Context: an optimization exercise on an open-source flow, tuned for small area, a short achievable clock period and few clock cycles per item. The choices shown serve that exercise and are no tape-out recipe. RTL that was checked went through simulation tests only; none was proved equivalent to the original. Power is estimated from default activity; no workload was simulated.

==> module cave5_line, before the edit <==
module cave5_line (
  input  wire logic [4:0][63:0]              rows,
  input  wire logic [63:0]                   wmask,
  input  wire logic [63:0]                   inner,
  input  wire logic [cave5_pkg::NearW-1:0]   near_thr,
  input  wire logic [cave5_pkg::FarW-1:0]    far_lim,
  output logic      [63:0]                   res
);
  logic [67:0] l, m, u, v;
  logic [4:0]  k;
  assign k = ~far_lim;
  assign {l[1:0], m[1:0], u[1:0], v[1:0]}         = '0;
  assign {l[67:66], m[67:66], u[67:66], v[67:66]} = '0;
  for (genvar x = 0; x < 64; x++) begin : g_col
    cave5_fa u_c3 (.a(rows[1][x]), .b(rows[2][x]), .c(rows[3][x]), .s(l[x+2]), .co(m[x+2]));
    assign u[x+2] = rows[0][x] ^ rows[4][x];
    assign v[x+2] = rows[0][x] & rows[4][x];
  end
  for (genvar x = 0; x < 64; x++) begin : g_cell
    logic n0, a1, b1, c2;
    logic u0, u1, v1, v2;
    logic x0, x1, h1;
    logic y1, y2, z1, z2, w1, w2, h2;
    logic p2, p3, q2, q3, r3;
    logic [3:0] near_cnt;
    logic near_ok, far_over;
    cave5_fa u_nl (.a(l[x+1]), .b(l[x+2]), .c(l[x+3]), .s(n0), .co(a1));
    cave5_fa u_nm (.a(m[x+1]), .b(m[x+2]), .c(m[x+3]), .s(b1), .co(c2));
    assign near_cnt = {c2 & a1 & b1, c2 ^ (a1 & b1), a1 ^ b1, n0};
    assign near_ok  = cave5_pkg::uge({1'b0, near_cnt}, {1'b0, near_thr});
    cave5_fa u_u  (.a(u[x+1]), .b(u[x+2]), .c(u[x+3]), .s(u0), .co(u1));
    cave5_fa u_v  (.a(v[x+1]), .b(v[x+2]), .c(v[x+3]), .s(v1), .co(v2));
    cave5_fa u_x  (.a(l[x]), .b(l[x+4]), .c(k[0]), .s(x0), .co(x1));
    assign h1 = (n0 & u0) | (n0 & x0) | (u0 & x0);
    cave5_fa u_y  (.a(m[x]), .b(m[x+4]), .c(k[1]), .s(y1), .co(y2));
    cave5_fa u_z  (.a(a1), .b(b1), .c(u1), .s(z1), .co(z2));
    cave5_fa u_w  (.a(v1), .b(x1), .c(y1), .s(w1), .co(w2));
    assign h2 = (z1 & w1) | (z1 & h1) | (w1 & h1);
    cave5_fa u_p  (.a(c2), .b(v2), .c(y2), .s(p2), .co(p3));
    cave5_fa u_q  (.a(z2), .b(w2), .c(p2), .s(q2), .co(q3));
    assign r3 = k[2] ? (q2 | h2) : (q2 & h2);
    always_comb begin
      case (k[4:3])
        2'b11:   far_over = p3 | q3 | r3;
        2'b10:   far_over = (p3 & q3) | (p3 & r3) | (q3 & r3);
        2'b01:   far_over = p3 & q3 & r3;
        default: far_over = 1'b0;
      endcase
    end
    assign res[x] = inner[x] ? (near_ok || !far_over) : (rows[2][x] && wmask[x]);
  end
endmodule
clock: 8.0 ns
lec_check: 0
abc_clock_period_in_ps: 3000
cap_margin: 20
core_margin: 2
core_utilization: 40
setup_slack_margin: 4.5
slew_margin: 20
synth_hierarchical: 1
synth_minimum_keep_size: 0
run.sh (not shown) runs the stock make flow with config.mk's settings and CLKGATE_MAP_FILE= SYNTH_SCRIPT=/design/flow/synth_recipe.tcl, a recipe that flattens the netlist after the stock synthesis.
==> next run, changes <==
--- a/flow/design.v
+++ b/flow/design.v
@@ -132,13 +132,13 @@
   for (genvar x = 0; x < 64; x++) begin : g_cell
     logic n0, a1, b1, c2;
     logic u0, u1, v1, v2;
     logic x0, x1, h1;
     logic y1, y2, z1, z2, w1, w2, h2;
-    logic p2, p3, q2, q3, r3;
+    logic p2, p3, q2, q3;
     logic [3:0] near_cnt;
-    logic near_ok, far_over;
+    logic near_ok;
     cave5_fa u_nl (.a(l[x+1]), .b(l[x+2]), .c(l[x+3]), .s(n0), .co(a1));
     cave5_fa u_nm (.a(m[x+1]), .b(m[x+2]), .c(m[x+3]), .s(b1), .co(c2));
     assign near_cnt = {c2 & a1 & b1, c2 ^ (a1 & b1), a1 ^ b1, n0};
     assign near_ok  = cave5_pkg::uge({1'b0, near_cnt}, {1'b0, near_thr});
     cave5_fa u_u  (.a(u[x+1]), .b(u[x+2]), .c(u[x+3]), .s(u0), .co(u1));
@@ -149,22 +149,38 @@
     cave5_fa u_z  (.a(a1), .b(b1), .c(u1), .s(z1), .co(z2));
     cave5_fa u_w  (.a(v1), .b(x1), .c(y1), .s(w1), .co(w2));
     assign h2 = (z1 & w1) | (z1 & h1) | (w1 & h1);
     cave5_fa u_p  (.a(c2), .b(v2), .c(y2), .s(p2), .co(p3));
     cave5_fa u_q  (.a(z2), .b(w2), .c(p2), .s(q2), .co(q3));
-    assign r3 = k[2] ? (q2 | h2) : (q2 & h2);
-    always_comb begin
-      case (k[4:3])
-        2'b11:   far_over = p3 | q3 | r3;
-        2'b10:   far_over = (p3 & q3) | (p3 & r3) | (q3 & r3);
-        2'b01:   far_over = p3 & q3 & r3;
-        default: far_over = 1'b0;
-      endcase
-    end
-    assign res[x] = inner[x] ? (near_ok || !far_over) : (rows[2][x] && wmask[x]);
+    cave5_fin u_fin (.p3(p3), .q3(q3), .q2(q2), .h2(h2), .k(k[4:2]),
+                     .keep(inner[x] | (rows[2][x] & wmask[x])), .kill(inner[x] & !near_ok),
+                     .res(res[x]));
   end
 endmodule
+module cave5_fin (
+  input  wire logic       p3,
+  input  wire logic       q3,
+  input  wire logic       q2,
+  input  wire logic       h2,
+  input  wire logic [4:2] k,
+  input  wire logic       keep,
+  input  wire logic       kill,
+  output logic            res
+);
+  logic r3;
+  logic over;
+  assign r3 = k[2] ? (q2 | h2) : (q2 & h2);
+  always_comb begin
+    case (k[4:3])
+      2'b11:   over = p3 | q3 | r3;
+      2'b10:   over = (p3 & q3) | (p3 & r3) | (q3 & r3);
+      2'b01:   over = p3 & q3 & r3;
+      default: over = 1'b0;
+    endcase
+  end
+  assign res = keep & !(kill & over);
+endmodule
 module cave5_fa (
   input  wire logic a,
   input  wire logic b,
   input  wire logic c,
   output logic      s,
Power drops by 4.9%.
First-iteration DRC count came out lower by 2.1%.
Via count went down by 3.8%.
Clock skew falls by 0.012 ns.
Core utilization drops by 1.2 points.
Die area came out higher by 0.73%.
Worst setup slack improved by 0.077 ns.
Routed wire length is lower by 2.3%.
Final cell count goes down by 1.2%.
Clock-buffer cell count rose by 4.
Global-route usage came out lower by 0.44 points.
Sequential power stays flat.
Testbench counts after the change, summed over its fixed seeds: cycles 5,012, lines 4,820.
For the first run of this note, only the layout was checked, not whether the RTL still works.

==> separate check: timing with driven ports <==
The flow's constraints put no driver on any port. The routed layouts listed below were extracted and timed again, unchanged, in two steps. Step 1 sets driving cells, clkbuf_16 on the clock port and buf_2 on the other inputs (assumed; they add their load-dependent delay and slew). Step 2 adds t to the input delays and takes it off the output delays; t is the mean of the earliest and latest rising clock arrival at the registers after step 1. Input paths then give back, and output paths get back, about the clock's delay inside the block. Slacks: ideal ports / drivers / drivers and shift; pairs: ideal ports / drivers.
run | shift t [ns] | setup slack, ns | worst data-port slew with drivers (ns)
the first run | 0.710 | 4.457 / 4.457 / 3.934 | 0.20
the second run | 0.703 | 4.534 / 4.531 / 3.828 | 0.16
After both steps setup and hold are still met in every run listed. For the second run, which loses most, drivers alone change the setup slack by -0.003 ns; drivers and shift together by -0.706 ns.
